What follows belongs to an exercise in optimizing a design on an open flow for a short achievable clock period; a production flow would make more cautious choices. At most, simulation tests tie the RTL to the original design; equivalence was not proved. Only the layout flow was run in runs 1 and 2; the RTL was not checked for function there. Power is estimated from default activity; no workload was simulated.

--- flow/config.mk ---
export PLATFORM = sky130hd
export DESIGN_NAME = video_box_overlay
export DESIGN_NICKNAME = video_box_overlay
export VERILOG_FILES = /design/flow/design.v
export SDC_FILE = /design/flow/constraint.sdc
export NUM_CORES = 4
export LEC_CHECK = 0
export ABC_CLOCK_PERIOD_IN_PS = 1500
export CAP_MARGIN = 20
export CORE_MARGIN = 2
export CORE_UTILIZATION = 65
export CTS_CLUSTER_DIAMETER = 80
export CTS_CLUSTER_SIZE = 25
export SETUP_SLACK_MARGIN = 3.3
export SLEW_MARGIN = 20
export SYNTH_HIERARCHICAL = 0
--- flow/constraint.sdc ---
create_clock -name core_clock -period 5.3 [get_ports {clk}]
set_input_delay 1.0600 -clock core_clock [delete_from_list [all_inputs] [get_ports {clk}]]
set_output_delay 1.0600 -clock core_clock [all_outputs]
set_load 0.01 [all_outputs]
--- flow/design.v ---
module video_box_overlay #(
  parameter int N_BOX   = 8,
  parameter int W_PIX   = 24,
  parameter int W_COORD = 12,
  parameter int W_THK   = 4,
  localparam int W_IDX  = (N_BOX > 1) ? $clog2(N_BOX) : 1
) (
  input  logic               clk,
  input  logic               rstn,
  input  logic               vsync,
  input  logic               hsync,
  input  logic               de,
  input  logic [W_PIX-1:0]   data,
  input  logic               cfg_we,
  input  logic [W_IDX-1:0]   cfg_idx,
  input  logic               cfg_en,
  input  logic               cfg_blend,
  input  logic [W_COORD-1:0] cfg_x,
  input  logic [W_COORD-1:0] cfg_y,
  input  logic [W_COORD-1:0] cfg_w,
  input  logic [W_COORD-1:0] cfg_h,
  input  logic [W_THK-1:0]   cfg_thick,
  input  logic [W_PIX-1:0]   cfg_color,
  output logic               vsync_o,
  output logic               hsync_o,
  output logic               de_o,
  output logic [W_PIX-1:0]   data_o,
  output logic               cfg_commit
);
  localparam int CW     = W_COORD + 1;
  localparam int N_LANE = W_PIX / 8;
  localparam logic [W_COORD-1:0] COORD_MAX = {W_COORD{1'b1}};
  logic               vsync_prev_r, de_prev_r;
  logic               vsync_rise_s, de_fall_s;
  assign vsync_rise_s = vsync & ~vsync_prev_r;
  assign de_fall_s    = ~de & de_prev_r;
  always_ff @(posedge clk or negedge rstn) begin
    if (!rstn) begin
      vsync_prev_r <= 1'b0;
      de_prev_r    <= 1'b0;
      cfg_commit   <= 1'b0;
    end else begin
      vsync_prev_r <= vsync;
      de_prev_r    <= de;
      cfg_commit   <= vsync_rise_s;
    end
  end
  logic [W_COORD-1:0] x_cnt_r [N_BOX];
  logic [W_COORD-1:0] y_cnt_r [N_BOX];
  always_ff @(posedge clk or negedge rstn) begin
    if (!rstn) begin
      for (int i = 0; i < N_BOX; i++) begin
        x_cnt_r[i] <= {W_COORD{1'b0}};
        y_cnt_r[i] <= {W_COORD{1'b0}};
      end
    end else begin
      for (int i = 0; i < N_BOX; i++) begin
        if (de_fall_s)
          x_cnt_r[i] <= {W_COORD{1'b0}};
        else if (de && (x_cnt_r[i] != COORD_MAX))
          x_cnt_r[i] <= x_cnt_r[i] + {{(W_COORD-1){1'b0}}, 1'b1};
        if (vsync_rise_s)
          y_cnt_r[i] <= {W_COORD{1'b0}};
        else if (de_fall_s && (y_cnt_r[i] != COORD_MAX))
          y_cnt_r[i] <= y_cnt_r[i] + {{(W_COORD-1){1'b0}}, 1'b1};
      end
    end
  end
  logic [CW-1:0] cfg_x1_s, cfg_y1_s, cfg_te_s, cfg_t2_s;
  logic          cfg_iok_s;
  assign cfg_te_s  = {{(CW-W_THK){1'b0}}, cfg_thick};
  assign cfg_t2_s  = {cfg_te_s[CW-2:0], 1'b0};
  assign cfg_iok_s = (cfg_thick != {W_THK{1'b0}}) && (cfg_t2_s < {1'b0, cfg_w}) &&
                     (cfg_t2_s < {1'b0, cfg_h});
  assign cfg_x1_s  = {1'b0, cfg_x} + {1'b0, cfg_w};
  assign cfg_y1_s  = {1'b0, cfg_y} + {1'b0, cfg_h};
  logic               pend_en_r    [N_BOX];
  logic               pend_blend_r [N_BOX];
  logic               pend_iok_r   [N_BOX];
  logic [W_COORD-1:0] pend_x0_r    [N_BOX];
  logic [W_COORD-1:0] pend_y0_r    [N_BOX];
  logic [CW-1:0]      pend_x1_r    [N_BOX];
  logic [CW-1:0]      pend_y1_r    [N_BOX];
  logic [W_THK-1:0]   pend_t_r     [N_BOX];
  logic [W_PIX-1:0]   pend_color_r [N_BOX];
  logic               act_en_r     [N_BOX];
  logic               act_iok_r    [N_BOX];
  logic               act_blend_r  [N_BOX];
  logic [W_COORD-1:0] act_x0_r     [N_BOX];
  logic [W_COORD-1:0] act_y0_r     [N_BOX];
  logic [CW-1:0]      act_x1_r     [N_BOX];
  logic [CW-1:0]      act_y1_r     [N_BOX];
  logic [CW-1:0]      act_xi0_r    [N_BOX];
  logic [CW-1:0]      act_yi0_r    [N_BOX];
  logic [CW-1:0]      act_xi1_r    [N_BOX];
  logic [CW-1:0]      act_yi1_r    [N_BOX];
  logic [W_PIX-1:0]   act_color_r  [N_BOX];
  always_ff @(posedge clk or negedge rstn) begin
    if (!rstn) begin
      for (int i = 0; i < N_BOX; i++) begin
        pend_en_r[i] <= 1'b0;
        act_en_r[i]  <= 1'b0;
      end
    end else begin
      for (int i = 0; i < N_BOX; i++) begin
        if (cfg_we && (32'(cfg_idx) == i))
          pend_en_r[i] <= cfg_en;
        if (vsync_rise_s)
          act_en_r[i]  <= pend_en_r[i];
      end
    end
  end
  always_ff @(posedge clk) begin
    for (int i = 0; i < N_BOX; i++) begin
      if (cfg_we && (32'(cfg_idx) == i)) begin
        pend_blend_r[i] <= cfg_blend;
        pend_iok_r[i]   <= cfg_iok_s;
        pend_x0_r[i]    <= cfg_x;
        pend_y0_r[i]    <= cfg_y;
        pend_x1_r[i]    <= cfg_x1_s;
        pend_y1_r[i]    <= cfg_y1_s;
        pend_t_r[i]     <= cfg_thick;
        pend_color_r[i] <= cfg_color;
      end
      if (vsync_rise_s) begin
        act_iok_r[i]   <= pend_iok_r[i];
        act_blend_r[i] <= pend_blend_r[i];
        act_x0_r[i]    <= pend_x0_r[i];
        act_y0_r[i]    <= pend_y0_r[i];
        act_x1_r[i]    <= pend_x1_r[i];
        act_y1_r[i]    <= pend_y1_r[i];
        act_xi0_r[i]   <= {1'b0, pend_x0_r[i]} + {{(CW-W_THK){1'b0}}, pend_t_r[i]};
        act_yi0_r[i]   <= {1'b0, pend_y0_r[i]} + {{(CW-W_THK){1'b0}}, pend_t_r[i]};
        act_xi1_r[i]   <= pend_x1_r[i] - {{(CW-W_THK){1'b0}}, pend_t_r[i]};
        act_yi1_r[i]   <= pend_y1_r[i] - {{(CW-W_THK){1'b0}}, pend_t_r[i]};
        act_color_r[i] <= pend_color_r[i];
      end
    end
  end
  logic [N_BOX-1:0] ox_s, ix_s, oy_s, iy_s;
  always_comb begin
    for (int i = 0; i < N_BOX; i++) begin
      ox_s[i] = act_en_r[i] && (x_cnt_r[i] >= act_x0_r[i]) && ({1'b0, x_cnt_r[i]} < act_x1_r[i]);
      ix_s[i] = act_iok_r[i] && ({1'b0, x_cnt_r[i]} >= act_xi0_r[i]) &&
                ({1'b0, x_cnt_r[i]} < act_xi1_r[i]);
      oy_s[i] = (y_cnt_r[i] >= act_y0_r[i]) && ({1'b0, y_cnt_r[i]} < act_y1_r[i]);
      iy_s[i] = ({1'b0, y_cnt_r[i]} >= act_yi0_r[i]) && ({1'b0, y_cnt_r[i]} < act_yi1_r[i]);
    end
  end
  logic               s1_vs_r, s1_hs_r, s1_de_r;
  logic [W_PIX-1:0]   s1_data_r;
  logic [N_BOX-1:0]   s1_ox_r, s1_ix_r, s1_oy_r, s1_iy_r;
  logic               s2_vs_r, s2_hs_r, s2_de_r, s2_hit_r, s2_rep_r;
  logic [W_PIX-1:0]   s2_data_r;
  logic [N_BOX-1:0]   s2_sel_r;
  logic               s3_vs_r, s3_hs_r, s3_de_r;
  logic [W_PIX-1:0]   s3_a_r, s3_b_r;
  logic [N_BOX-1:0] hit_s, sel_s;
  logic             hit_any_s, rep_s;
  assign hit_s = {N_BOX{s1_de_r}} & s1_ox_r & s1_oy_r & ~(s1_ix_r & s1_iy_r);
  always_comb begin
    logic blocked;
    blocked = 1'b0;
    for (int i = 0; i < N_BOX; i++) begin
      sel_s[i] = hit_s[i] & ~blocked;
      blocked  = blocked | hit_s[i];
    end
    hit_any_s = blocked;
    rep_s     = 1'b0;
    for (int i = 0; i < N_BOX; i++)
      rep_s = rep_s | (sel_s[i] & ~act_blend_r[i]);
  end
  logic [W_PIX-1:0] sel_color_s, a_s, b_s;
  always_comb begin
    sel_color_s = {W_PIX{1'b0}};
    for (int i = 0; i < N_BOX; i++)
      sel_color_s = sel_color_s | ({W_PIX{s2_sel_r[i]}} & act_color_r[i]);
    a_s = s2_rep_r ? sel_color_s : s2_data_r;
    b_s = s2_hit_r ? sel_color_s : s2_data_r;
  end
  logic [W_PIX-1:0] mix_s;
  always_comb begin
    for (int l = 0; l < N_LANE; l++)
      mix_s[l*8 +: 8] = 8'(({1'b0, s3_a_r[l*8 +: 8]} + {1'b0, s3_b_r[l*8 +: 8]}) >> 1);
  end
  always_ff @(posedge clk) begin
    s1_ox_r  <= ox_s;
    s1_ix_r  <= ix_s;
    s1_oy_r  <= oy_s;
    s1_iy_r  <= iy_s;
    s2_sel_r <= sel_s;
  end
  always_ff @(posedge clk or negedge rstn) begin
    if (!rstn) begin
      s1_vs_r    <= 1'b0;
      s1_hs_r    <= 1'b0;
      s1_de_r    <= 1'b0;
      s1_data_r  <= {W_PIX{1'b0}};
      s2_vs_r    <= 1'b0;
      s2_hs_r    <= 1'b0;
      s2_de_r    <= 1'b0;
      s2_hit_r   <= 1'b0;
      s2_rep_r   <= 1'b0;
      s2_data_r  <= {W_PIX{1'b0}};
      s3_vs_r    <= 1'b0;
      s3_hs_r    <= 1'b0;
      s3_de_r    <= 1'b0;
      s3_a_r     <= {W_PIX{1'b0}};
      s3_b_r     <= {W_PIX{1'b0}};
      vsync_o    <= 1'b0;
      hsync_o    <= 1'b0;
      de_o       <= 1'b0;
      data_o     <= {W_PIX{1'b0}};
    end else begin
      s1_vs_r    <= vsync;
      s1_hs_r    <= hsync;
      s1_de_r    <= de;
      s1_data_r  <= data;
      s2_vs_r    <= s1_vs_r;
      s2_hs_r    <= s1_hs_r;
      s2_de_r    <= s1_de_r;
      s2_hit_r   <= hit_any_s;
      s2_rep_r   <= rep_s;
      s2_data_r  <= s1_data_r;
      s3_vs_r    <= s2_vs_r;
      s3_hs_r    <= s2_hs_r;
      s3_de_r    <= s2_de_r;
      s3_a_r     <= a_s;
      s3_b_r     <= b_s;
      vsync_o    <= s3_vs_r;
      hsync_o    <= s3_hs_r;
      de_o       <= s3_de_r;
      data_o     <= mix_s;
    end
  end
endmodule
--- flow/run.sh ---
#!/bin/bash
# synth_recipe.tcl (not shown) runs the flow's synth.tcl, then flattens the netlist and writes it again
# the make line also repeats each setting of config.mk as NAME=value (left out here)
make -C /OpenROAD-flow-scripts/flow DESIGN_CONFIG=/design/flow/config.mk WORK_HOME=/design/flow/orfs CLKGATE_MAP_FILE= SYNTH_SCRIPT=/design/flow/synth_recipe.tcl finish
==> impl_metrics.py, run 1 <==
metrics = {
    "run_status": {
        "status": "complete, no violations",
    },
    "finish": {
        "layout-drive-gt1-share_pct": 21.56,
        "final_util_pct": 78.42,
        "num-fill-cells": 8732,
        "nets": 9220,
        "syn2layout_area_growth_pct": 20.15,
    },
    "synthesis": {
        "synth_seq_area_share_pct": 61.73,
        "yosysWarnings": 24,
        "synth_compound_gate_area_share_pct": 8.240,
        "synthXorXnorAreaFrac_pct": 3.972,
        "ys_seq_elements": 2047,
        "synthArstFlopShare_pct": 16.76,
        "synth_ff_type": "edfxtp_1",
        "yosys.cell_count.top_type": "edfxtp_1",
        "yosys.area_share.simple_pct": 8.865,
        "synth_top_family_by_area": "adder cells",
        "syn_avg_cell_area_um2": 13.05,
        "synth_area_leaders": "edfxtp_1, ha_1, dfrtp_1, inv_1, xnor2_1",
        "netlist_area_mm2": 0.09615,
        "ys_top_cells_by_count": "edfxtp_1, inv_1, ha_1",
        "synthMuxAreaShare_pct": 0.2512,
        "synthAdderAreaFrac_pct": 12.91,
        "synth_nets": 8446,
        "yosys.area.top_type": "edfxtp_1",
        "yosysTopAreaCellShare_pct": 51.97,
        "synth-edff-count": 1664,
        "synthDistinctLibCells": 88,
        "synthCells": 7365,
    },
    "critical_path": {
        "end_kind": "flop",
        "cp-start-kind": "input pin",
        "cpMaxStageDelayCell": "fa_2",
        "crit_type": "input pin to flop",
        "critPathArrivalTime_ns": 3.01,
        "critPathBufInv": 2,
        "path_max_fanout": 8,
        "cp-startpoint": "cfg_x[0]",
        "critical_path_required_ns": 5.79,
        "path_cells": "buf_6 > buf_12 > ha_4 > fa_2 > a21oi_4 > o22ai_2 > o31a_1 > a221oi_4 > o21bai_4",
        "cpPeakStageDelay_ns": 0.38,
        "path_delay_family": "compound AO/OA/AOI/OAI gates",
        "r2r-start": "pend_t_r[0][1]",
        "ff2ff_setup_slack_ns": 2.90,
    },
    "sta": {
        "layout_min_cycle_time_ns": 2.523,
        "timing.setup.tns_ns": 0,
        "whs_ns": 0.3192,
        "clock-skew-final_ns": 0.03555,
        "fin_crit_sh_pct": 47.61,
        "fin_ws_ns": 2.777,
        "hold_viol": 0,
        "setup_viol": 0,
        "rsz0062_at_grt": "yes",
        "max_freq_ghz": 0.3963,
        "max_slew_margin_pct": 32.45,
        "slew_viol_final": 0,
        "worst_pin_slew_ns": 1.010,
    },
    "floorplan": {
        "rows": 141,
        "chipHeight_um": 388.6,
        "dieArea_mm2": 0.1510,
        "start_util_pct": 65.27,
        "fp.dieW_um": 388.6,
        "num_io_pins": 139,
        "core-area_mm2": 0.1473,
    },
    "grt": {
        "overflow": 0,
        "grt_max_degree": 121,
        "grt_pass1_vias": 60454,
        "grt_pass1_wl_um": 373900,
        "antenna_found_initial": 16,
        "grt.total_usage_pct": 33.35,
    },
    "drt": {
        "vias": 62562,
        "drt_wl_total_um": 259400,
        "ant_nets": 0,
        "drt_iter0_drc": 5790,
        "wl_per_cell_um": 25.51,
        "firstDrtPassIters": 8,
        "drc_errors": 0,
        "routed_via_density": 6.152,
    },
    "cts": {
        "clockBufferDepth": 3,
        "root_buffer": "clkbuf_16",
        "cts.sinks": 2047,
        "clock_latency_ns": 0.78,
        "cts_tree": "done",
        "clkTransAtPathRegs_ns": 0.09,
        "cts_hold_buf": 0,
        "cts_made_buffers": 108,
        "htree_levels": 3,
    },
    "pwr": {
        "cellLeakagePower_nw": 47.31,
        "totalPowerFinal_mw": 32.66,
        "p_per_area_mw_per_mm2": 282.7,
        "peakVddDrop_mv": 0.3461,
    },
    "placement": {
        "gp_congestion": 0.9079,
        "io_buffer_count": 138,
        "pre_cts_slack_ns": 0.9028,
        "dp_hpwl_um": 165500,
    },
    "min_path": {
        "hold_class": "input pin to asynchronous set/reset pin",
    },
    "job": {
        "maxCapViolations": 0,
    },
}
## layout by cell type (no fill, tap or decap), types with 53 or more instances in the layout
cell type / n
nor2_1: 398
dfrtp_1: 223
o21ai_0: 168
buf_6: 154
inv_1: 914
nand2_1: 281
ha_1: 806
ha_4: 113
buf_4: 362
a21oi_1: 256
o21a_1: 64
nand4_1: 109
clkbuf_16: 116
nor3_1: 58
nand3_2: 67
xor2_1: 132
dfrtp_2: 119
xnor2_1: 258
clkdlybuf4s50_1: 54
edfxtp_1: 1664
a211oi_1: 53
a21o_1: 111
nand2b_1: 77
buf_12: 56
nand3_1: 130
a22oi_1: 98
## metrics by stage
stage / cells / area [um2]
6_report: 10169 / 115500
5_1_grt: 10164 / 115500
4_1_cts: 9958 / 110900
3_5_place_dp: 9464 / 100800
3_3_place_gp: 9464 / 100800
2_1_floorplan: 7365 / 96260
## logic make-up after synthesis
family	count (synthesis)
adder cells (fa/ha/maj)	970
flip-flops	2047
multiplexers	23
buffers and inverters	1025
AND/OR/NAND/NOR	1665
XOR/XNOR	436
AO/OA/AOI/OAI	1199
## area by class of cell
type                            instances  area [um2]  area share, %
Sequential cell                      2047       59510          51.51
Timing Repair Buffer                  724        7246          6.272
Tap cell                             1930        2415          2.090
Multi-Input combinational cell       4300       38870          33.65
Inverter                              956        3714          3.215
Antenna cell                            6       15.01        0.01300
Clock inverter                         52       740.7         0.6412
Clock buffer                          152        2984          2.583
Timing Repair inverter                  2       31.28        0.02708
## worst register-to-register path: cells and delay by family, from the launching register on
family          cells  cell delay, ns
xor+xnor            1            0.15
simple gates        2            0.24
compound gates      2            0.49
flops               1            0.52
buf+inv             3            0.57
fa+ha+maj           1            0.20
## state kept, by name, indices dropped and copies added, names as in the netlist, 104 cells and up
name	cells
act_x1_r	104
act_color_r	192
pend_x1_r	104
act_yi1_r	104
pend_y1_r	104
act_yi0_r	104
act_xi1_r	104
act_xi0_r	104
act_y1_r	104
pend_color_r	192
## power by group
part | switching [mW] | internal (mW) | total [mW]
clock network | 5.51 | 4.42 | 9.93
registers | 0.520 | 18.2 | 18.7
logic | 2.26 | 1.72 | 3.98
total | 8.30 | 24.4 | 32.7
## layer usage
| metal | GRT usage (%) | wire length, um | share of wire, % | vias to the layer above |
|---|---|---|---|---|
| met4 | 13.17 | 12150 | 4.7 | 2 |
| met1 | 46.60 | 104500 | 40 | 31259 |
| met3 | 4.677 | 20330 | 7.8 | 503 |
| met2 | 53.43 | 122500 | 47 | 2412 |
| li1 | - | - | - | 28386 |
| met5 | 0 | 13 | 0.0050 | - |
## final timing paths
check | endpoint | cells after the start
worst max-delay path | pend_x1_r[7][12] | 9
max in group asynchronous | y_cnt_r[3][11] | 2
worst min register to register | s2_data_r[19] | 0
worst max register to register | act_xi1_r[0][9] | 9
min in group core_clock | s2_data_r[19] | 0
worst min-delay path | x_cnt_r[1][6] | 1
## timing repair
action | in CTS | in global routing
setup buffers | 277 | 197
pin swaps | 307 | 418
endpoints found under the setup margin | 2420 | 942
resized for setup | 1122 | 623
cloned | 13 | 8
==> run 2, diff against run 1 <==
--- a/flow/design.v
+++ b/flow/design.v
@@ -66,21 +66,23 @@
       end
     end
   end
-  logic [CW-1:0] cfg_x1_s, cfg_y1_s, cfg_te_s, cfg_t2_s;
-  logic          cfg_iok_s;
-  assign cfg_te_s  = {{(CW-W_THK){1'b0}}, cfg_thick};
-  assign cfg_t2_s  = {cfg_te_s[CW-2:0], 1'b0};
+  logic [CW-1:0]      cfg_t2_s;
+  logic               cfg_iok_s;
+  logic [W_COORD-1:0] cfg_wt_s, cfg_ht_s;
+  assign cfg_t2_s  = {{(CW-W_THK-1){1'b0}}, cfg_thick, 1'b0};
   assign cfg_iok_s = (cfg_thick != {W_THK{1'b0}}) && (cfg_t2_s < {1'b0, cfg_w}) &&
                      (cfg_t2_s < {1'b0, cfg_h});
-  assign cfg_x1_s  = {1'b0, cfg_x} + {1'b0, cfg_w};
-  assign cfg_y1_s  = {1'b0, cfg_y} + {1'b0, cfg_h};
+  assign cfg_wt_s  = cfg_w - {{(W_COORD-W_THK){1'b0}}, cfg_thick};
+  assign cfg_ht_s  = cfg_h - {{(W_COORD-W_THK){1'b0}}, cfg_thick};
   logic               pend_en_r    [N_BOX];
   logic               pend_blend_r [N_BOX];
   logic               pend_iok_r   [N_BOX];
   logic [W_COORD-1:0] pend_x0_r    [N_BOX];
   logic [W_COORD-1:0] pend_y0_r    [N_BOX];
-  logic [CW-1:0]      pend_x1_r    [N_BOX];
-  logic [CW-1:0]      pend_y1_r    [N_BOX];
+  logic [W_COORD-1:0] pend_w_r     [N_BOX];
+  logic [W_COORD-1:0] pend_h_r     [N_BOX];
+  logic [W_COORD-1:0] pend_wt_r    [N_BOX];
+  logic [W_COORD-1:0] pend_ht_r    [N_BOX];
   logic [W_THK-1:0]   pend_t_r     [N_BOX];
   logic [W_PIX-1:0]   pend_color_r [N_BOX];
   logic               act_en_r     [N_BOX];
@@ -117,8 +119,10 @@
         pend_iok_r[i]   <= cfg_iok_s;
         pend_x0_r[i]    <= cfg_x;
         pend_y0_r[i]    <= cfg_y;
-        pend_x1_r[i]    <= cfg_x1_s;
-        pend_y1_r[i]    <= cfg_y1_s;
+        pend_w_r[i]     <= cfg_w;
+        pend_h_r[i]     <= cfg_h;
+        pend_wt_r[i]    <= cfg_wt_s;
+        pend_ht_r[i]    <= cfg_ht_s;
         pend_t_r[i]     <= cfg_thick;
         pend_color_r[i] <= cfg_color;
       end
@@ -127,12 +131,12 @@
         act_blend_r[i] <= pend_blend_r[i];
         act_x0_r[i]    <= pend_x0_r[i];
         act_y0_r[i]    <= pend_y0_r[i];
-        act_x1_r[i]    <= pend_x1_r[i];
-        act_y1_r[i]    <= pend_y1_r[i];
+        act_x1_r[i]    <= {1'b0, pend_x0_r[i]} + {1'b0, pend_w_r[i]};
+        act_y1_r[i]    <= {1'b0, pend_y0_r[i]} + {1'b0, pend_h_r[i]};
         act_xi0_r[i]   <= {1'b0, pend_x0_r[i]} + {{(CW-W_THK){1'b0}}, pend_t_r[i]};
         act_yi0_r[i]   <= {1'b0, pend_y0_r[i]} + {{(CW-W_THK){1'b0}}, pend_t_r[i]};
-        act_xi1_r[i]   <= pend_x1_r[i] - {{(CW-W_THK){1'b0}}, pend_t_r[i]};
-        act_yi1_r[i]   <= pend_y1_r[i] - {{(CW-W_THK){1'b0}}, pend_t_r[i]};
+        act_xi1_r[i]   <= {1'b0, pend_x0_r[i]} + {1'b0, pend_wt_r[i]};
+        act_yi1_r[i]   <= {1'b0, pend_y0_r[i]} + {1'b0, pend_ht_r[i]};
         act_color_r[i] <= pend_color_r[i];
       end
     end
==> impl_metrics.py, run 2 <==
metrics = {
    "sta": {
        "hold_viol": 0,
        "setup_viol": 0,
        "clock-skew-final_ns": 0.05427,
        "whs_ns": 0.1292,
        "timing.setup.tns_ns": 0,
        "fin_crit_sh_pct": 46.31,
        "worst_pin_slew_ns": 1.187,
        "slew_viol_final": 0,
        "rsz0062_at_grt": "yes",
        "max_slew_margin_pct": 20.64,
        "layout_min_cycle_time_ns": 2.454,
        "max_freq_ghz": 0.4074,
    },
    "placement": {
        "gp_congestion": 0.9128,
        "io_buffer_count": 138,
        "placed_cells": 11313,
        "dp_hpwl_um": 204100,
    },
    "floorplan": {
        "start_util_pct": 65.43,
        "chipHeight_um": 419.6,
        "num_io_pins": 139,
        "dieArea_mm2": 0.1760,
        "fp.dieW_um": 419.6,
        "rows": 152,
        "core-area_mm2": 0.1715,
    },
    "critical_path": {
        "critPathArrivalTime_ns": 3.04,
        "path_max_fanout": 2,
        "critical_path_required_ns": 5.88,
        "cp-start-kind": "flop",
        "crit_type": "flop to flop",
        "ff2ff_path_depth": 8,
        "ff2ff_setup_slack_ns": 2.85,
        "end_kind": "flop",
        "r2r-start": "pend_y0_r[1][0]",
        "worstReg2RegEnd": "act_y1_r[1][12]",
    },
    "drt": {
        "wl_per_cell_um": 26.10,
        "drt_iter0_drc": 8299,
        "vias": 78244,
        "routed_via_density": 6.333,
        "firstDrtPassIters": 6,
        "ant_nets": 0,
        "drt_wl_total_um": 322500,
        "drc_errors": 0,
    },
    "synthesis": {
        "ys_seq_elements": 2223,
        "synthAdderAreaFrac_pct": 14.73,
        "synthMuxAreaShare_pct": 0.4682,
        "synth_area_leaders": "edfxtp_1, ha_1, dfrtp_1, inv_1, xnor2_1",
        "synth_seq_area_share_pct": 57.59,
        "netlist_area_mm2": 0.1122,
        "synthDistinctLibCells": 85,
        "yosys.area_share.simple_pct": 8.932,
        "yosys.area.top_type": "edfxtp_1",
        "ys_top_cells_by_count": "edfxtp_1, ha_1, inv_1",
        "synth_top_family_by_area": "adder cells",
        "synth-edff-count": 1840,
        "synth_ff_type": "edfxtp_1",
        "synthArstFlopShare_pct": 15.43,
        "synth_nets": 10269,
        "synthXorXnorAreaFrac_pct": 4.245,
        "yosysWarnings": 26,
        "yosys.cell_count.top_type": "edfxtp_1",
        "synth_compound_gate_area_share_pct": 10.50,
        "syn_avg_cell_area_um2": 12.66,
        "synthCells": 8868,
        "yosysTopAreaCellShare_pct": 49.23,
    },
    "finish": {
        "layout_commonest_cell": "edfxtp_1",
        "multi_input_area_mm2": 0.05076,
        "regArea_mm2": 0.06479,
        "final_cell_mix": "edfxtp_1, ha_1, inv_1",
        "top_regs": "act_color_r: 192 flops, pend_color_r: 192 flops",
        "num-fill-cells": 10023,
        "syn2layout_area_growth_pct": 21.09,
        "nets": 11319,
        "fin_cells": 12355,
        "layout-drive-gt1-share_pct": 22.42,
    },
    "grt": {
        "grt_pass1_wl_um": 456100,
        "grt_pass1_vias": 73946,
        "antenna_found_initial": 26,
        "overflow": 0,
        "grt.total_usage_pct": 35.08,
        "grt_max_degree": 96,
    },
    "pwr": {
        "cellLeakagePower_nw": 55.38,
        "p_per_area_mw_per_mm2": 266.5,
        "peakVddDrop_mv": 0.3434,
    },
    "cts": {
        "cts.sinks": 2223,
        "cts_tree": "done",
        "clkTransAtPathRegs_ns": 0.10,
        "clockBufferDepth": 3,
        "root_buffer": "clkbuf_16",
        "htree_levels": 3,
        "clock_latency_ns": 0.85,
        "cts_hold_buf": 0,
        "cts_made_buffers": 120,
    },
    "min_path": {
        "hold_class": "input pin to asynchronous set/reset pin",
    },
    "job": {
        "maxCapViolations": 0,
    },
    "run_status": {
        "status": "complete, no violations",
    },
}
run 2: changes by cell type in the layout (fill, tap and decap cells not counted), moves of 38 or more:
| cell | previous run | this run |
|---|---|---|
| a211oi_1 | 53 | 92 |
| a21o_1 | 111 | 198 |
| a21oi_1 | 256 | 360 |
| a21oi_2 | 18 | 66 |
| buf_4 | 362 | 632 |
| edfxtp_1 | 1664 | 1840 |
| ha_1 | 806 | 1035 |
| ha_4 | 113 | 166 |
| nand2_1 | 281 | 348 |
| nand3_1 | 130 | 191 |
| nor2_1 | 398 | 462 |
| o21ai_2 | 16 | 54 |
| xnor2_1 | 258 | 354 |
run 2: kinds of logic after synthesis:
group / after synthesis
and+or+nand+nor: 1943
adders and majority gates: 1290
DFF: 2223
buffers and inverters: 1050
xor gates and xnor gates: 544
muxes: 51
AOI/OAI and AO/OA: 1767
run 2: area by class of cell:
class | instances | share of cell area (%)
flip-flops and latches | 2223 | 47.67
clock inverters | 69 | 0.6112
clock buffers | 156 | 2.339
diodes | 24 | 0.04419
repair inverters | 4 | 0.02946
repair buffers | 1023 | 7.174
inverters | 947 | 2.663
multi-input cells | 5599 | 37.34
well taps | 2310 | 2.126
run 2: metal layers:
layer,global-route usage (%),share of wire [%],vias up
li1,-,-,35076
met1,46.26,38,38797
met2,56.12,47,3461
met3,5.505,8.4,904
met4,19.16,6.7,6
met5,0,0.015,-
run 2: worst max-delay path, stage by stage (launching register included):
cell	delay (ns)
edfxtp_1	0.44
buf_6	0.15
ha_4	0.16
fa_2	0.41
a21o_1	0.22
a21bo_2	0.22
a31o_4	0.24
o31ai_4	0.28
o21ai_1	0.10
run 2: worst max path at each step:
stage                    start                to  slack, ns
3_3_place_gp          cfg_w[7]  pend_wt_r[0][11]       0.93
3_5_place_dp      cfg_thick[3]   pend_ht_r[2][8]       0.90
4_1_cts                   de_o              de_o       2.82
5_1_grt        pend_y0_r[1][0]   act_y1_r[1][12]       2.82
6_report       pend_y0_r[1][0]   act_y1_r[1][12]       2.85
2_1_floorplan       cfg_idx[2]      pend_en_r[0]        1.0
run 2: repair_timing:
item                        CTS  global route
resized for setup          1196           687
pin swaps                   409           496
setup endpoints to repair  2594          1202
setup buffers               479           289
cloned                       17             8
run 2: report_power, final:
group          leakage (nW)  internal (mW)  switching, mW  total [mW]
Clock                  1.93           4.59           6.15        10.7
Sequential             21.6           19.9          0.563        20.4
Combinational          31.9           2.22           2.83        5.05
run 2: stage by stage:
stage,utilization (%),instance area [um2],setup slack [ns],power [mW]
floorplan,-,112400,0.9972,23.01
global placement,68.36,117300,0.9283,24.33
detailed placement,68.37,117300,0.9001,24.51
CTS,75.84,130100,2.819,35.62
global route,79.20,135900,2.819,37.36
finish,79.23,135900,2.846,36.22
==> run 3, diff against run 2 <==
--- a/flow/design.v
+++ b/flow/design.v
@@ -100,44 +100,59 @@
   always_ff @(posedge clk or negedge rstn) begin
     if (!rstn) begin
       for (int i = 0; i < N_BOX; i++) begin
-        pend_en_r[i] <= 1'b0;
-        act_en_r[i]  <= 1'b0;
-      end
-    end else begin
-      for (int i = 0; i < N_BOX; i++) begin
-        if (cfg_we && (32'(cfg_idx) == i))
-          pend_en_r[i] <= cfg_en;
-        if (vsync_rise_s)
-          act_en_r[i]  <= pend_en_r[i];
-      end
-    end
-  end
-  always_ff @(posedge clk) begin
-    for (int i = 0; i < N_BOX; i++) begin
-      if (cfg_we && (32'(cfg_idx) == i)) begin
-        pend_blend_r[i] <= cfg_blend;
-        pend_iok_r[i]   <= cfg_iok_s;
-        pend_x0_r[i]    <= cfg_x;
-        pend_y0_r[i]    <= cfg_y;
-        pend_w_r[i]     <= cfg_w;
-        pend_h_r[i]     <= cfg_h;
-        pend_wt_r[i]    <= cfg_wt_s;
-        pend_ht_r[i]    <= cfg_ht_s;
-        pend_t_r[i]     <= cfg_thick;
-        pend_color_r[i] <= cfg_color;
-      end
-      if (vsync_rise_s) begin
-        act_iok_r[i]   <= pend_iok_r[i];
-        act_blend_r[i] <= pend_blend_r[i];
-        act_x0_r[i]    <= pend_x0_r[i];
-        act_y0_r[i]    <= pend_y0_r[i];
-        act_x1_r[i]    <= {1'b0, pend_x0_r[i]} + {1'b0, pend_w_r[i]};
-        act_y1_r[i]    <= {1'b0, pend_y0_r[i]} + {1'b0, pend_h_r[i]};
-        act_xi0_r[i]   <= {1'b0, pend_x0_r[i]} + {{(CW-W_THK){1'b0}}, pend_t_r[i]};
-        act_yi0_r[i]   <= {1'b0, pend_y0_r[i]} + {{(CW-W_THK){1'b0}}, pend_t_r[i]};
-        act_xi1_r[i]   <= {1'b0, pend_x0_r[i]} + {1'b0, pend_wt_r[i]};
-        act_yi1_r[i]   <= {1'b0, pend_y0_r[i]} + {1'b0, pend_ht_r[i]};
-        act_color_r[i] <= pend_color_r[i];
+        pend_en_r[i]    <= 1'b0;
+        pend_blend_r[i] <= 1'b0;
+        pend_iok_r[i]   <= 1'b0;
+        pend_x0_r[i]    <= {W_COORD{1'b0}};
+        pend_y0_r[i]    <= {W_COORD{1'b0}};
+        pend_w_r[i]     <= {W_COORD{1'b0}};
+        pend_h_r[i]     <= {W_COORD{1'b0}};
+        pend_wt_r[i]    <= {W_COORD{1'b0}};
+        pend_ht_r[i]    <= {W_COORD{1'b0}};
+        pend_t_r[i]     <= {W_THK{1'b0}};
+        pend_color_r[i] <= {W_PIX{1'b0}};
+        act_en_r[i]     <= 1'b0;
+        act_iok_r[i]    <= 1'b0;
+        act_blend_r[i]  <= 1'b0;
+        act_x0_r[i]     <= {W_COORD{1'b0}};
+        act_y0_r[i]     <= {W_COORD{1'b0}};
+        act_x1_r[i]     <= {CW{1'b0}};
+        act_y1_r[i]     <= {CW{1'b0}};
+        act_xi0_r[i]    <= {CW{1'b0}};
+        act_yi0_r[i]    <= {CW{1'b0}};
+        act_xi1_r[i]    <= {CW{1'b0}};
+        act_yi1_r[i]    <= {CW{1'b0}};
+        act_color_r[i]  <= {W_PIX{1'b0}};
+      end
+    end else begin
+      for (int i = 0; i < N_BOX; i++) begin
+        if (cfg_we && (32'(cfg_idx) == i)) begin
+          pend_en_r[i]    <= cfg_en;
+          pend_blend_r[i] <= cfg_blend;
+          pend_iok_r[i]   <= cfg_iok_s;
+          pend_x0_r[i]    <= cfg_x;
+          pend_y0_r[i]    <= cfg_y;
+          pend_w_r[i]     <= cfg_w;
+          pend_h_r[i]     <= cfg_h;
+          pend_wt_r[i]    <= cfg_wt_s;
+          pend_ht_r[i]    <= cfg_ht_s;
+          pend_t_r[i]     <= cfg_thick;
+          pend_color_r[i] <= cfg_color;
+        end
+        if (vsync_rise_s) begin
+          act_en_r[i]    <= pend_en_r[i];
+          act_iok_r[i]   <= pend_iok_r[i];
+          act_blend_r[i] <= pend_blend_r[i];
+          act_x0_r[i]    <= pend_x0_r[i];
+          act_y0_r[i]    <= pend_y0_r[i];
+          act_x1_r[i]    <= {1'b0, pend_x0_r[i]} + {1'b0, pend_w_r[i]};
+          act_y1_r[i]    <= {1'b0, pend_y0_r[i]} + {1'b0, pend_h_r[i]};
+          act_xi0_r[i]   <= {1'b0, pend_x0_r[i]} + {{(CW-W_THK){1'b0}}, pend_t_r[i]};
+          act_yi0_r[i]   <= {1'b0, pend_y0_r[i]} + {{(CW-W_THK){1'b0}}, pend_t_r[i]};
+          act_xi1_r[i]   <= {1'b0, pend_x0_r[i]} + {1'b0, pend_wt_r[i]};
+          act_yi1_r[i]   <= {1'b0, pend_y0_r[i]} + {1'b0, pend_ht_r[i]};
+          act_color_r[i] <= pend_color_r[i];
+        end
       end
     end
   end
--- a/flow/config.mk
+++ b/flow/config.mk
@@ -8,9 +8,10 @@
 export ABC_CLOCK_PERIOD_IN_PS = 1500
 export CAP_MARGIN = 20
 export CORE_MARGIN = 2
-export CORE_UTILIZATION = 65
+export CORE_UTILIZATION = 75
 export CTS_CLUSTER_DIAMETER = 80
 export CTS_CLUSTER_SIZE = 25
-export SETUP_SLACK_MARGIN = 3.3
+export PLACE_DENSITY = 0.82
+export SETUP_SLACK_MARGIN = 3.5
 export SLEW_MARGIN = 20
 export SYNTH_HIERARCHICAL = 0
==> impl_metrics.py, run 3 <==
metrics = {
    "synthesis": {
        "synth_seq_area_share_pct": 45.52,
        "syn_avg_cell_area_um2": 9.365,
        "netlist_area_mm2": 0.1218,
        "yosysWarnings": 26,
        "synthDistinctLibCells": 82,
        "yosys.cell_count.top_type": "nand2_1",
        "synth_ff_type": "dfrtp_1",
        "synth-edff-count": 0,
        "synthCells": 13001,
        "synth_area_leaders": "dfrtp_1, ha_1, nand2_1, o21ai_0, inv_1",
        "ys_seq_elements": 2223,
        "synthArstFlopShare_pct": 98.20,
        "ys_top_cells_by_count": "nand2_1, dfrtp_1, o21ai_0",
        "yosysTopAreaCellShare_pct": 44.87,
        "synth_nets": 14402,
        "yosys.area.top_type": "dfrtp_1",
    },
    "run_status": {
        "status": "stopped before the end",
        "stop_error": "[ERROR DPL-0038] Utilization greater than 100%, impossible to legalize",
        "stop_stage": "5_1_grt",
    },
    "grt": {
        "grt_max_degree": 155,
    },
    "cts": {
        "cts.sinks": 2223,
        "cts_made_buffers": 119,
        "htree_levels": 3,
        "root_buffer": "clkbuf_16",
        "cts_hold_buf": 0,
        "clockBufferDepth": 3,
    },
    "placement": {
        "io_buffer_count": 138,
        "dp_hpwl_um": 250000,
        "gp_congestion": 0.9648,
        "placed_cells": 15000,
    },
    "floorplan": {
        "chipHeight_um": 406.9,
        "num_io_pins": 139,
        "fp.dieW_um": 406.9,
        "start_util_pct": 75.66,
        "rows": 147,
    },
    "sta": {
        "worst-ep-kind": "top-level output",
        "grt-worst-endpoint": "data_o[10]",
    },
}
## run 3: cell count changes after synthesis, moves of 228 or more
cell	delta
nand2_1	+2451
mux2_2	+249
dfrtp_1	+1840
edfxtp_1	-1840
o21ai_0	+1008
clkbuf_1	+228
## run 3: through the flow
stage | util, % | setup WS, ns | instance area, um2
after global placement | 79.75 | 1.227 | 128300
after CTS | 92.31 | 2.869 | 148600
after detailed placement | 79.74 | 1.140 | 128300
after floorplan | - | 2.539 | 127600
## run 3: power by group through the flow
stage,Sequential (mW),Combinational [mW],Clock [mW]
after detailed placement,24.6,17.0,0
after global placement,24.4,15.9,0
after CTS,24.2,22.0,11.0
after floorplan,23.1,13.0,0
## run 3: cells by family after synthesis
| logic type | after synthesis | synth area share [%] |
|---|---|---|
| and+or+nand+nor | 4301 | 15.40 |
| AOI/OAI and AO/OA | 3023 | 14.95 |
| DFF | 2223 | 45.52 |
| buffers and inverters | 1389 | 4.408 |
| adders and majority gates | 1290 | 13.58 |
| xor gates and xnor gates | 490 | 3.525 |
| muxes | 285 | 2.611 |
## run 3: how the worst min path moves through the flow
stage	start	cells past startpoint	slack (ns)	to
floorplan	s3_de_r	0	0.33	de_o
global placement	s3_vs_r	0	0.33	vsync_o
detailed placement	s2_de_r	0	0.33	s3_de_r
CTS	rstn	1	0.29	act_y0_r[7][10]
## run 3: timing repair
item | CTS
pin swaps | 956
cloned | 61
setup buffers | 880
setup endpoints to repair | 2116
gates resized for setup | 2117
==> run 4, diff against run 3 <==
--- a/flow/config.mk
+++ b/flow/config.mk
@@ -8,10 +8,11 @@
 export ABC_CLOCK_PERIOD_IN_PS = 1500
 export CAP_MARGIN = 20
 export CORE_MARGIN = 2
-export CORE_UTILIZATION = 75
+export CORE_UTILIZATION = 70
 export CTS_CLUSTER_DIAMETER = 80
 export CTS_CLUSTER_SIZE = 25
-export PLACE_DENSITY = 0.82
-export SETUP_SLACK_MARGIN = 3.5
+export PLACE_DENSITY = 0.76
+export SETUP_SLACK_MARGIN = 3.1
 export SLEW_MARGIN = 20
 export SYNTH_HIERARCHICAL = 0
+export TNS_END_PERCENT = 20
==> impl_metrics.py, run 4 <==
metrics = {
    "synthesis": {
        "synth_area_leaders": "dfrtp_1, ha_1, nand2_1, o21ai_0, inv_1",
        "synthCells": 13001,
        "synth_seq_area_share_pct": 45.52,
        "netlist_area_mm2": 0.1218,
        "synthArstFlopShare_pct": 98.20,
        "synth_ff_type": "dfrtp_1",
        "yosysWarnings": 26,
        "synthDistinctLibCells": 82,
        "synth-edff-count": 0,
        "synth_nets": 14402,
        "yosysTopAreaCellShare_pct": 44.87,
        "yosys.cell_count.top_type": "nand2_1",
        "syn_avg_cell_area_um2": 9.365,
        "ys_seq_elements": 2223,
        "yosys.area.top_type": "dfrtp_1",
        "ys_top_cells_by_count": "nand2_1, dfrtp_1, o21ai_0",
    },
    "finish": {
        "top_regs": "act_color_r: 192 flops, pend_color_r: 192 flops",
        "syn2layout_area_growth_pct": 12.28,
        "nets": 14687,
        "layout_commonest_cell": "nand2_1",
        "final_cell_mix": "nand2_1, dfrtp_1, ha_1",
        "fin_area_mm2": 0.1367,
        "fin_cells": 15765,
        "layout-drive-gt1-share_pct": 12.17,
    },
    "run_status": {
        "status": "complete, no violations",
    },
    "critical_path": {
        "cpMaxStageDelayCell": "dfrtp_2",
        "end_kind": "flop",
        "path_cells": "ha_4 > fa_2 > a211oi_2 > nor2_2 > o41a_1 > a311oi_2 > xor2_1 > o21ai_1",
        "critPathArrivalTime_ns": 3.17,
        "critPathBufInv": 0,
        "crit_type": "flop to flop",
        "cpPeakStageDelay_ns": 0.44,
        "cp-start-kind": "flop",
        "path_delay_family": "compound AO/OA/AOI/OAI gates",
        "path_max_fanout": 3,
        "critical_path_required_ns": 6.02,
    },
    "placement": {
        "placed_area_mm2": 0.1263,
        "io_buffer_count": 138,
        "placed_cells": 15154,
        "gp_congestion": 0.9414,
        "dp_hpwl_um": 240800,
    },
    "grt": {
        "grt_pass1_vias": 97129,
        "overflow": 0,
        "grt_max_degree": 199,
        "grt_pass1_wl_um": 554200,
        "antenna_found_initial": 41,
        "grt.total_usage_pct": 40.33,
    },
    "floorplan": {
        "start_util_pct": 70.20,
        "rows": 153,
        "num_io_pins": 139,
        "chipHeight_um": 421.1,
        "dieArea_mm2": 0.1773,
        "fp.dieW_um": 421.1,
        "core-area_mm2": 0.1734,
    },
    "sta": {
        "timing.setup.tns_ns": 0,
        "max_freq_ghz": 0.4086,
        "hold_viol": 0,
        "setup_viol": 0,
        "clock-skew-final_ns": 0.03052,
        "layout_min_cycle_time_ns": 2.447,
        "rsz0062_at_grt": "yes",
        "worst_pin_slew_ns": 1.317,
        "max_slew_margin_pct": 11.90,
        "fin_crit_sh_pct": 46.17,
        "slew_viol_final": 0,
    },
    "drt": {
        "vias": 100222,
        "drt_iter0_drc": 10664,
        "drc_errors": 0,
        "wl_per_cell_um": 23.72,
        "routed_via_density": 6.357,
        "ant_nets": 0,
        "drt_wl_total_um": 373900,
        "firstDrtPassIters": 8,
    },
    "cts": {
        "htree_levels": 4,
        "cts_made_buffers": 132,
        "clock_latency_ns": 0.86,
        "cts_tree": "done",
        "clkTransAtPathRegs_ns": 0.09,
        "root_buffer": "clkbuf_16",
        "clockBufferDepth": 3,
        "cts.sinks": 2223,
    },
    "pwr": {
        "p_per_area_mw_per_mm2": 398.9,
        "cellLeakagePower_nw": 66.66,
        "peakVddDrop_mv": 0.3546,
    },
    "min_path": {
        "hold_class": "input pin to asynchronous set/reset pin",
    },
    "job": {
        "maxCapViolations": 0,
    },
}
## run 4: path summary, 6_finish.rpt
kind / startpoint / to / slack, ns / cells past startpoint
max: pend_y0_r[7][0] / act_yi1_r[7][10] / 2.85 / 8
min: rstn / y_cnt_r[7][10] / 0.11 / 1
max reg2reg: pend_y0_r[7][0] / act_yi1_r[7][10] / 2.85 / 8
min reg2reg: s1_data_r[4] / s2_data_r[4] / 0.36 / 0
max in group asynchronous: rstn / pend_h_r[2][0] / 3.41 / 2
min in group core_clock: s1_data_r[4] / s2_data_r[4] / 0.36 / 0
## run 4: final cells by class
type | instances | area (um2)
Multi-Input combinational cell | 9397 | 63880
Timing Repair Buffer | 613 | 6162
Clock buffer | 154 | 3490
Fill cell | 11455 | 36730
Tap cell | 2325 | 2909
Inverter | 917 | 3530
Timing Repair inverter | 2 | 17.52
Clock inverter | 84 | 1006
Antenna cell | 50 | 125.1
Sequential cell | 2223 | 55590
## run 4: worst register-to-register path, stage by stage (launching register included)
cell and delay (ns):
dfrtp_2 0.44, ha_4 0.18, fa_2 0.37, a211oi_2 0.25
nor2_2 0.08, o41a_1 0.36, a311oi_2 0.38, xor2_1 0.21
o21ai_1 0.07
## run 4: report_power, final
part	internal [mW]	switching, mW	leakage (nW)	total (mW)
Sequential	20.8	3.40	27.6	24.2
Combinational	8.12	10.4	36.9	18.5
Clock	5.27	6.50	2.17	11.8
Total	34.2	20.3	66.7	54.5
## run 4: metal layers
| layer | vias up | GRT usage (%) | share of wire, % |
|---|---|---|---|
| met5 | - | 0 | 0.034 |
| li1 | 45119 | - | - |
| met4 | 20 | 24.01 | 7.0 |
| met1 | 49046 | 53.49 | 38 |
| met2 | 4775 | 62.38 | 45 |
| met3 | 1262 | 7.334 | 10 |
## run 4: timing repair
action / 4_1_cts / 5_1_grt
hold buffers: 0 / 0
gates cloned: 12 / 14
endpoints found under the setup margin: 1584 / 1325
pin swaps: 37 / 237
buffers inserted: 80 / 217
resized for setup: 325 / 739
## run 4: stage by stage
stage          hold slack [ns]  setup slack, ns  power [mW]  utilization [%]
2_1_floorplan           0.3312            2.539       35.01                -
3_3_place_gp            0.3332            1.171       39.41            72.83
3_5_place_dp            0.3347            1.120       40.52            72.83
4_1_cts                 0.2561            2.746       52.39            76.21
5_1_grt                 0.1996            2.786       57.76            78.78
6_report                0.1108            2.853       54.53            78.82
## run 4: kinds of logic after synthesis
logic type / count (synthesis) / share of synthesized area, %
muxes: 285 / 2.611
and+or+nand+nor: 4301 / 15.40
AOI/OAI and AO/OA: 3023 / 14.95
DFF: 2223 / 45.52
adders and majority gates: 1290 / 13.58
xor gates and xnor gates: 490 / 3.525
buffers and inverters: 1389 / 4.408
==> run 5, diff against run 4 <==
--- a/flow/config.mk
+++ b/flow/config.mk
@@ -8,11 +8,9 @@
 export ABC_CLOCK_PERIOD_IN_PS = 1500
 export CAP_MARGIN = 20
 export CORE_MARGIN = 2
-export CORE_UTILIZATION = 70
+export CORE_UTILIZATION = 65
 export CTS_CLUSTER_DIAMETER = 80
 export CTS_CLUSTER_SIZE = 25
-export PLACE_DENSITY = 0.76
-export SETUP_SLACK_MARGIN = 3.1
+export SETUP_SLACK_MARGIN = 3.3
 export SLEW_MARGIN = 20
 export SYNTH_HIERARCHICAL = 0
-export TNS_END_PERCENT = 20
==> impl_metrics.py, run 5 <==
metrics = {
    "run_status": {
        "status": "complete, no violations",
    },
    "floorplan": {
        "num_io_pins": 139,
        "start_util_pct": 65.52,
        "core-area_mm2": 0.1858,
        "dieArea_mm2": 0.1908,
        "fp.dieW_um": 436.8,
        "chipHeight_um": 436.8,
        "rows": 158,
    },
    "synthesis": {
        "synth_seq_area_share_pct": 45.52,
        "synth_nets": 14402,
        "ys_seq_elements": 2223,
        "synthDistinctLibCells": 82,
        "yosys.area.top_type": "dfrtp_1",
        "syn_avg_cell_area_um2": 9.365,
        "synthArstFlopShare_pct": 98.20,
        "synthCells": 13001,
        "yosysWarnings": 26,
        "synth_ff_type": "dfrtp_1",
        "ys_top_cells_by_count": "nand2_1, dfrtp_1, o21ai_0",
        "synth-edff-count": 0,
        "netlist_area_mm2": 0.1218,
        "yosysTopAreaCellShare_pct": 44.87,
        "synth_area_leaders": "dfrtp_1, ha_1, nand2_1, o21ai_0, inv_1",
        "yosys.cell_count.top_type": "nand2_1",
    },
    "sta": {
        "layout_min_cycle_time_ns": 2.462,
        "max_slew_margin_pct": 9.662,
        "clock-skew-final_ns": 0.04961,
        "hold_viol": 0,
        "rsz0062_at_grt": "yes",
        "slew_viol_final": 0,
        "timing.setup.tns_ns": 0,
        "worst_pin_slew_ns": 1.351,
        "fin_crit_sh_pct": 46.45,
        "setup_viol": 0,
        "max_freq_ghz": 0.4062,
    },
    "finish": {
        "num-fill-cells": 11065,
        "nets": 15354,
        "layout_commonest_cell": "nand2_1",
        "regArea_mm2": 0.05578,
        "layout-drive-gt1-share_pct": 24.13,
        "fin_area_mm2": 0.1506,
        "final_cell_mix": "nand2_1, dfrtp_1, ha_1",
        "syn2layout_area_growth_pct": 23.70,
        "top_regs": "act_color_r: 192 flops, pend_color_r: 192 flops",
        "multi_input_area_mm2": 0.07034,
    },
    "cts": {
        "cts_tree": "done",
        "cts_hold_buf": 0,
        "root_buffer": "clkbuf_16",
        "clock_latency_ns": 0.89,
        "htree_levels": 4,
        "clkTransAtPathRegs_ns": 0.09,
        "cts_made_buffers": 141,
        "cts.sinks": 2223,
        "clockBufferDepth": 3,
    },
    "critical_path": {
        "ff2ff_path_depth": 8,
        "critical_path_required_ns": 4.24,
        "ff2ff_setup_slack_ns": 2.92,
        "critPathArrivalTime_ns": 1.40,
        "end_kind": "output port",
        "path_cells": "buf_2",
        "cpMaxStageDelayCell": "dfrtp_1",
        "cp-start-kind": "flop",
        "critPathBufInv": 1,
        "r2r-start": "pend_y0_r[7][0]",
        "crit_type": "flop to output port",
        "path_delay_family": "flip-flops",
        "cpPeakStageDelay_ns": 0.39,
        "worstReg2RegEnd": "act_yi1_r[7][10]",
        "cp-startpoint": "data_o[14]",
        "path_max_fanout": 1,
    },
    "drt": {
        "routed_via_density": 6.416,
        "drc_errors": 0,
        "drt_iter0_drc": 10983,
        "drt_wl_total_um": 428000,
        "firstDrtPassIters": 7,
        "vias": 106428,
        "ant_nets": 0,
        "wl_per_cell_um": 25.80,
    },
    "placement": {
        "placed_area_mm2": 0.1280,
        "dp_hpwl_um": 246100,
        "io_buffer_count": 138,
        "gp_congestion": 0.9388,
    },
    "grt": {
        "grt_pass1_vias": 102257,
        "grt.total_usage_pct": 41.85,
        "overflow": 0,
        "antenna_found_initial": 53,
        "grt_pass1_wl_um": 611400,
        "grt_max_degree": 172,
    },
    "pwr": {
        "p_per_area_mw_per_mm2": 401.1,
        "cellLeakagePower_nw": 72.22,
        "peakVddDrop_mv": 0.4147,
    },
    "min_path": {
        "hold_class": "input pin to asynchronous set/reset pin",
    },
    "job": {
        "maxCapViolations": 0,
    },
}
[run 5: cell type report]
class	count	area share [%]
diodes	42	0.06978
clock buffers	167	2.589
clock inverters	88	0.6928
inverters	917	2.356
multi-input cells	9406	46.70
flip-flops and latches	2223	37.04
well taps	2480	2.060
repair buffers	1261	8.474
repair inverters	3	0.01745
[run 5: cells by family after synthesis]
| group | Yosys count | synth area share (%) |
|---|---|---|
| AOI/OAI and AO/OA | 3023 | 14.95 |
| adders and majority gates | 1290 | 13.58 |
| muxes | 285 | 2.611 |
| xor gates and xnor gates | 490 | 3.525 |
| DFF | 2223 | 45.52 |
| buffers and inverters | 1389 | 4.408 |
| and+or+nand+nor | 4301 | 15.40 |
[run 5: how the worst max path moves through the flow]
stage	to	depth (start not counted)
floorplan	pend_ht_r[0][8]	8
global placement	pend_wt_r[1][7]	10
detailed placement	pend_wt_r[4][7]	10
CTS	data_o[14]	1
global route	data_o[15]	1
finish	data_o[14]	1
[run 5: power by group]
part	internal (mW)	switching, mW
Sequential	20.9	3.54
Clock	5.82	6.79
Combinational	10.8	12.6
[run 5: through the flow]
| stage | hold WS [ns] | setup slack [ns] | instances | utilization, % | power [mW] |
|---|---|---|---|---|---|
| 6_report | 0.2135 | 2.838 | 16587 | 81.05 | 60.41 |
| 5_1_grt | 0.2338 | 2.789 | 16563 | 81.02 | 63.44 |
| 4_1_cts | 0.2247 | 2.816 | 16207 | 77.53 | 56.89 |
| 3_5_place_dp | 0.3347 | 1.178 | 15288 | 68.89 | 41.04 |
| 3_3_place_gp | 0.3324 | 1.267 | 15288 | 68.90 | 40.03 |
| 2_1_floorplan | 0.3312 | 2.539 | 13001 | - | 35.63 |
[run 5: per-layer routing]
layer	wire length (um)	up-vias	part of all wire, %	GRT usage, %
met1	158200	52510	37	54.81
met5	184	-	0.043	0
met2	189000	5687	44	64.05
li1	-	46531	-	-
met3	46230	1674	11	9.314
met4	34410	26	8.0	24.86
[run 5: timing repair]
| item | in CTS | in global routing |
|---|---|---|
| buffers inserted | 631 | 327 |
| cloned | 33 | 11 |
| gates resized for setup | 1628 | 912 |
| pin swaps | 606 | 664 |
| endpoints found under the setup margin | 2068 | 953 |
==> run 6, diff against run 5 <==
--- a/flow/config.mk
+++ b/flow/config.mk
@@ -5,7 +5,7 @@
 export SDC_FILE = /design/flow/constraint.sdc
 export NUM_CORES = 4
 export LEC_CHECK = 0
-export ABC_CLOCK_PERIOD_IN_PS = 1500
+export ABC_CLOCK_PERIOD_IN_PS = 1000
 export CAP_MARGIN = 20
 export CORE_MARGIN = 2
 export CORE_UTILIZATION = 65
==> impl_metrics.py, run 6 <==
metrics = {
    "sta": {
        "worst_pin_slew_ns": 1.351,
        "fin_ws_ns": 2.838,
        "clock-skew-final_ns": 0.04961,
        "max_slew_margin_pct": 9.662,
        "rsz0062_at_grt": "yes",
        "layout_min_cycle_time_ns": 2.462,
        "setup_viol": 0,
        "timing.setup.tns_ns": 0,
        "fin_crit_sh_pct": 46.45,
        "whs_ns": 0.2135,
        "hold_viol": 0,
        "slew_viol_final": 0,
        "max_freq_ghz": 0.4062,
    },
    "critical_path": {
        "path_depth": 1,
        "ff2ff_path_depth": 8,
        "critPathBufInv": 1,
        "cpMaxStageDelayCell": "dfrtp_1",
        "cp-start-kind": "flop",
        "ff2ff_setup_slack_ns": 2.92,
        "critical_path_required_ns": 4.24,
        "cpPeakStageDelay_ns": 0.39,
        "path_cells": "buf_2",
        "end_kind": "output port",
        "path_delay_family": "flip-flops",
        "crit_type": "flop to output port",
        "critPathArrivalTime_ns": 1.40,
        "path_max_fanout": 1,
    },
    "drt": {
        "routed_via_density": 6.416,
        "drt_wl_total_um": 428000,
        "ant_nets": 0,
        "drt_iter0_drc": 10983,
        "firstDrtPassIters": 7,
        "drc_errors": 0,
        "vias": 106428,
        "wl_per_cell_um": 25.80,
    },
    "synthesis": {
        "ys_top_cells_by_count": "nand2_1, dfrtp_1, o21ai_0",
        "netlist_area_mm2": 0.1218,
        "synth-edff-count": 0,
        "yosysWarnings": 26,
        "synthCells": 13001,
        "synth_seq_area_share_pct": 45.52,
        "yosysTopAreaCellShare_pct": 44.87,
        "synth_ff_type": "dfrtp_1",
        "syn_avg_cell_area_um2": 9.365,
        "ys_seq_elements": 2223,
        "synthArstFlopShare_pct": 98.20,
        "synth_area_leaders": "dfrtp_1, ha_1, nand2_1, o21ai_0, inv_1",
        "yosys.cell_count.top_type": "nand2_1",
        "synth_nets": 14402,
        "yosys.area.top_type": "dfrtp_1",
        "synthDistinctLibCells": 82,
    },
    "floorplan": {
        "dieArea_mm2": 0.1908,
        "num_io_pins": 139,
        "core-area_mm2": 0.1858,
        "fp.dieW_um": 436.8,
        "start_util_pct": 65.52,
        "rows": 158,
        "chipHeight_um": 436.8,
    },
    "cts": {
        "clock_latency_ns": 0.89,
        "htree_levels": 4,
        "clockBufferDepth": 3,
        "clkTransAtPathRegs_ns": 0.09,
        "cts_tree": "done",
        "root_buffer": "clkbuf_16",
        "cts.sinks": 2223,
        "cts_made_buffers": 141,
    },
    "finish": {
        "final_util_pct": 81.05,
        "layout_commonest_cell": "nand2_1",
        "syn2layout_area_growth_pct": 23.70,
        "layout-drive-gt1-share_pct": 24.13,
        "nets": 15354,
        "top_regs": "act_color_r: 192 flops, pend_color_r: 192 flops",
        "final_cell_mix": "nand2_1, dfrtp_1, ha_1",
    },
    "pwr": {
        "peakVddDrop_mv": 0.4147,
        "cellLeakagePower_nw": 72.22,
        "p_per_area_mw_per_mm2": 401.1,
    },
    "grt": {
        "grt_max_degree": 172,
        "grt_pass1_wl_um": 611400,
        "grt.total_usage_pct": 41.85,
        "grt_pass1_vias": 102257,
        "overflow": 0,
        "antenna_found_initial": 53,
    },
    "run_status": {
        "status": "complete, no violations",
    },
    "min_path": {
        "hold_class": "input pin to asynchronous set/reset pin",
    },
    "job": {
        "maxCapViolations": 0,
    },
    "placement": {
        "dp_hpwl_um": 246100,
        "pre_cts_slack_ns": 1.178,
        "io_buffer_count": 138,
        "gp_congestion": 0.9388,
    },
}
run 6: final timing paths:
check,startpoint,to
max in group asynchronous,rstn,s2_data_r[19]
min in group core_clock,s1_data_r[12],s2_data_r[12]
hold reg to reg,s1_data_r[12],s2_data_r[12]
setup reg to reg,pend_y0_r[7][0],act_yi1_r[7][10]
hold / removal,rstn,y_cnt_r[7][8]
setup / recovery,data_o[14],data_o[14]
run 6: final cells by class:
cell class,instances,area [um2]
diodes,42,105.1
clock buffers,167,3899
clock inverters,88,1044
fillers,11065,35210
inverters,917,3548
multi-input cells,9406,70340
flip-flops and latches,2223,55780
well taps,2480,3103
repair buffers,1261,12760
repair inverters,3,26.28
run 6: timing repair:
action	4_1_cts	5_1_grt
hold buffers	0	0
pin swaps	606	664
setup endpoints to repair	2068	953
setup buffers	631	327
resized for setup	1628	912
cloned	33	11
run 6: metrics by stage:
stage	cell area (um2)	total power [mW]	cells
3_3_place_gp	128000	40.03	15288
3_5_place_dp	128000	41.04	15288
6_report	150600	60.41	16587
4_1_cts	144100	56.89	16207
2_1_floorplan	126000	35.63	13001
5_1_grt	150600	63.44	16563
run 6: report_power, final:
part	internal [mW]	switching (mW)	total, mW
registers	20.9	3.54	24.4
clock network	5.82	6.79	12.6
logic	10.8	12.6	23.4
run 6: routing by layer:
layer  track usage, %  up-vias  wire length [um]
li1                 -    46531                 -
met3            9.314     1674             46230
met4            24.86       26             34410
met2            64.05     5687            189000
met5                0        -               184
met1            54.81    52510            158200
run 6: kinds of logic after synthesis:
group           count (synthesis)  synth area share [%]
flops                        2223                 45.52
xor+xnor                      490                 3.525
compound gates               3023                 14.95
mux                           285                 2.611
simple gates                 4301                 15.40
fa+ha+maj                    1290                 13.58
buf+inv                      1389                 4.408
==> run 7, diff against run 6 <==
==> flow/config.mk (replaced) <==
export PLATFORM = sky130hd
export DESIGN_NAME = video_box_overlay
export DESIGN_NICKNAME = video_box_overlay
export VERILOG_FILES = /design/flow/design.v
export SDC_FILE = /design/flow/constraint.sdc
export NUM_CORES = 4
export LEC_CHECK = 0
export ABC_CLOCK_PERIOD_IN_PS = 1500
export CAP_MARGIN = 20
export CORE_MARGIN = 2
export CORE_UTILIZATION = 65
export CTS_CLUSTER_DIAMETER = 60
export CTS_CLUSTER_SIZE = 30
export SETUP_SLACK_MARGIN = 3.3
export SLEW_MARGIN = 20
export SYNTH_HIERARCHICAL = 0
==> impl_metrics.py, run 7 <==
metrics = {
    "critical_path": {
        "crit_type": "flop to output port",
        "end_kind": "output port",
        "path_cells": "buf_2",
        "ff2ff_path_depth": 8,
        "path_depth": 1,
        "ff2ff_setup_slack_ns": 2.90,
        "r2r-start": "pend_y0_r[7][0]",
        "path_delay_family": "flip-flops",
        "critical_path_required_ns": 4.24,
        "worstReg2RegEnd": "act_yi1_r[7][10]",
        "cpPeakStageDelay_ns": 0.39,
        "cp-start-kind": "flop",
        "critPathBufInv": 1,
        "cpMaxStageDelayCell": "dfrtp_1",
        "critPathArrivalTime_ns": 1.40,
        "path_max_fanout": 1,
    },
    "finish": {
        "top_regs": "act_color_r: 192 flops, pend_color_r: 192 flops",
        "final_cell_mix": "nand2_1, dfrtp_1, ha_1",
        "syn2layout_area_growth_pct": 23.29,
        "nets": 15311,
        "num-fill-cells": 11343,
        "layout_commonest_cell": "nand2_1",
        "regArea_mm2": 0.05577,
        "multi_input_area_mm2": 0.06990,
        "layout-drive-gt1-share_pct": 23.57,
    },
    "synthesis": {
        "yosys.area_share.simple_pct": 15.40,
        "synthXorXnorAreaFrac_pct": 3.525,
        "netlist_area_mm2": 0.1218,
        "synth_ff_type": "dfrtp_1",
        "yosys.area.top_type": "dfrtp_1",
        "yosysWarnings": 26,
        "synth_seq_area_share_pct": 45.52,
        "synth_nets": 14402,
        "ys_seq_elements": 2223,
        "ys_top_cells_by_count": "nand2_1, dfrtp_1, o21ai_0",
        "yosys.cell_count.top_type": "nand2_1",
        "synthAdderAreaFrac_pct": 13.58,
        "yosysTopAreaCellShare_pct": 44.87,
        "synthMuxAreaShare_pct": 2.611,
        "synth_compound_gate_area_share_pct": 14.95,
        "syn_avg_cell_area_um2": 9.365,
        "synthCells": 13001,
        "synth_top_family_by_area": "simple AND/OR/NAND/NOR gates",
        "synth-edff-count": 0,
        "synthArstFlopShare_pct": 98.20,
        "synth_area_leaders": "dfrtp_1, ha_1, nand2_1, o21ai_0, inv_1",
        "synthDistinctLibCells": 82,
    },
    "cts": {
        "root_buffer": "clkbuf_16",
        "cts_hold_buf": 0,
        "cts_tree": "done",
        "clkTransAtPathRegs_ns": 0.09,
        "cts.sinks": 2223,
        "clock_latency_ns": 0.88,
        "cts_made_buffers": 161,
        "clockBufferDepth": 3,
        "htree_levels": 4,
    },
    "sta": {
        "setup_viol": 0,
        "layout_min_cycle_time_ns": 2.462,
        "worst_pin_slew_ns": 1.335,
        "hold_viol": 0,
        "timing.setup.tns_ns": 0,
        "whs_ns": 0.1652,
        "max_freq_ghz": 0.4062,
        "slew_viol_final": 0,
        "max_slew_margin_pct": 10.75,
        "fin_ws_ns": 2.838,
        "clock-skew-final_ns": 0.04733,
        "fin_crit_sh_pct": 46.46,
        "rsz0062_at_grt": "yes",
    },
    "drt": {
        "firstDrtPassIters": 13,
        "drt_wl_total_um": 414100,
        "wl_per_cell_um": 25.01,
        "routed_via_density": 6.343,
        "drt_iter0_drc": 10169,
        "ant_nets": 0,
        "vias": 104997,
        "drc_errors": 0,
    },
    "job": {
        "maxCapViolations": 0,
    },
    "placement": {
        "io_buffer_count": 138,
        "pre_cts_slack_ns": 1.178,
        "dp_hpwl_um": 246100,
        "gp_congestion": 0.9388,
    },
    "floorplan": {
        "num_io_pins": 139,
        "fp.dieW_um": 436.8,
        "dieArea_mm2": 0.1908,
        "start_util_pct": 65.52,
        "chipHeight_um": 436.8,
        "rows": 158,
        "core-area_mm2": 0.1858,
    },
    "grt": {
        "grt_pass1_vias": 102098,
        "overflow": 0,
        "grt_pass1_wl_um": 604500,
        "antenna_found_initial": 34,
        "grt_max_degree": 221,
        "grt.total_usage_pct": 41.29,
    },
    "pwr": {
        "switching_share_pct": 37.72,
        "combPwrFrac_pct": 37.6,
        "pwr-share-seq_pct": 39.9,
        "p_int_mw": 38.05,
        "p_per_area_mw_per_mm2": 407.0,
        "cellLeakagePower_nw": 72.00,
        "clock_power_share_pct": 22.5,
        "switchingPower_mw": 23.04,
        "peakVddDrop_mv": 0.3274,
    },
    "run_status": {
        "status": "complete, no violations",
    },
    "min_path": {
        "hold_class": "input pin to asynchronous set/reset pin",
    },
}
run 7: cell counts after synthesis:
Identical to the previous run, type by type.
run 7: kinds of logic (layout without fill, tap and decap cells):
kind of cell / Yosys count / count (layout)
compound gates: 3023 / 3023
xor+xnor: 490 / 490
fa+ha+maj: 1290 / 1290
buf+inv: 1389 / 2418
flops: 2223 / 2223
mux: 285 / 285
other cells: 0 / 29
simple gates: 4301 / 4316
run 7: repair_timing:
| item | in CTS | in global routing |
|---|---|---|
| pin swaps | 572 | 628 |
| endpoints found under the setup margin | 2067 | 917 |
| gates cloned | 25 | 5 |
| buffers inserted | 614 | 295 |
| resized for setup | 1565 | 875 |
run 7: power by group through the flow:
stage	Sequential, mW	Clock, mW	Combinational [mW]
5_1_grt	24.7	14.4	25.1
2_1_floorplan	23.1	0	12.6
3_5_place_dp	24.5	0	16.5
3_3_place_gp	24.4	0	15.6
4_1_cts	24.2	13.8	20.0
6_report	24.4	13.7	23.0
run 7: worst max path at each step:
stage | startpoint | to | slack [ns]
after floorplan | cfg_thick[2] | pend_ht_r[0][8] | 2.54
after global placement | cfg_thick[1] | pend_wt_r[1][7] | 1.27
after detailed placement | cfg_thick[1] | pend_wt_r[4][7] | 1.18
after CTS | data_o[14] | data_o[14] | 2.81
after global routing | data_o[15] | data_o[15] | 2.79
final | data_o[4] | data_o[4] | 2.84
run 7: area by class of cell:
class | instances | share of cell area [%]
diodes | 29 | 0.04834
clock buffers | 184 | 2.894
clock inverters | 114 | 0.9252
inverters | 917 | 2.365
multi-input cells | 9404 | 46.56
flip-flops and latches | 2223 | 37.15
well taps | 2480 | 2.067
repair buffers | 1200 | 7.971
repair inverters | 3 | 0.01750
run 7: through the flow:
step                instance area (um2)  instances  util [%]  power [mW]
global placement                 128000      15288     68.90       40.03
floorplan                        126000      13001         -       35.63
detailed placement               128000      15288     68.89       41.04
CTS                              144100      16225     77.56       57.95
finish                           150100      16554     80.78       61.09
global route                     150100      16535     80.76       64.27
run 7: per-layer routing:
layer	up-vias	wire length (um)	global-route usage, %
li1	46443	-	-
met2	5178	183800	62.82
met5	-	313	0
met4	12	32010	25.98
met3	1492	41820	8.374
met1	51872	156100	54.35

-- what the ideal ports hide --
The flow's constraints put no driver on any port. The routed layouts listed below were extracted and timed again, unchanged, in two steps. Step 1, drivers: a clkbuf_16 drives clk and a buf_2 each remaining input, both assumed. Step 2 times the ports against the registers' clock, not the clock port: input delays grow and output delays shrink by t, the midpoint of the rising clock arrivals with the driver on. Slacks: no drivers / after step 1 / after step 2; pairs: no drivers / after step 1.
| run | t, ns | setup slack, ns | worst data-port slew with drivers (ns) |
|---|---|---|---|
| run 1 | 0.848 | 2.777 / 2.793 / 1.986 | 0.10 |
| run 2 | 0.912 | 2.846 / 2.784 / 2.287 | 0.11 |
| run 4 | 0.933 | 2.853 / 2.775 / 2.019 | 0.20 |
| run 5 | 0.968 | 2.838 / 2.739 / 1.868 | 0.26 |
| run 6 | 0.968 | 2.838 / 2.739 / 1.868 | 0.26 |
| run 7 | 0.951 | 2.838 / 2.746 / 2.023 | 0.21 |
After both steps every run listed still meets setup and hold.
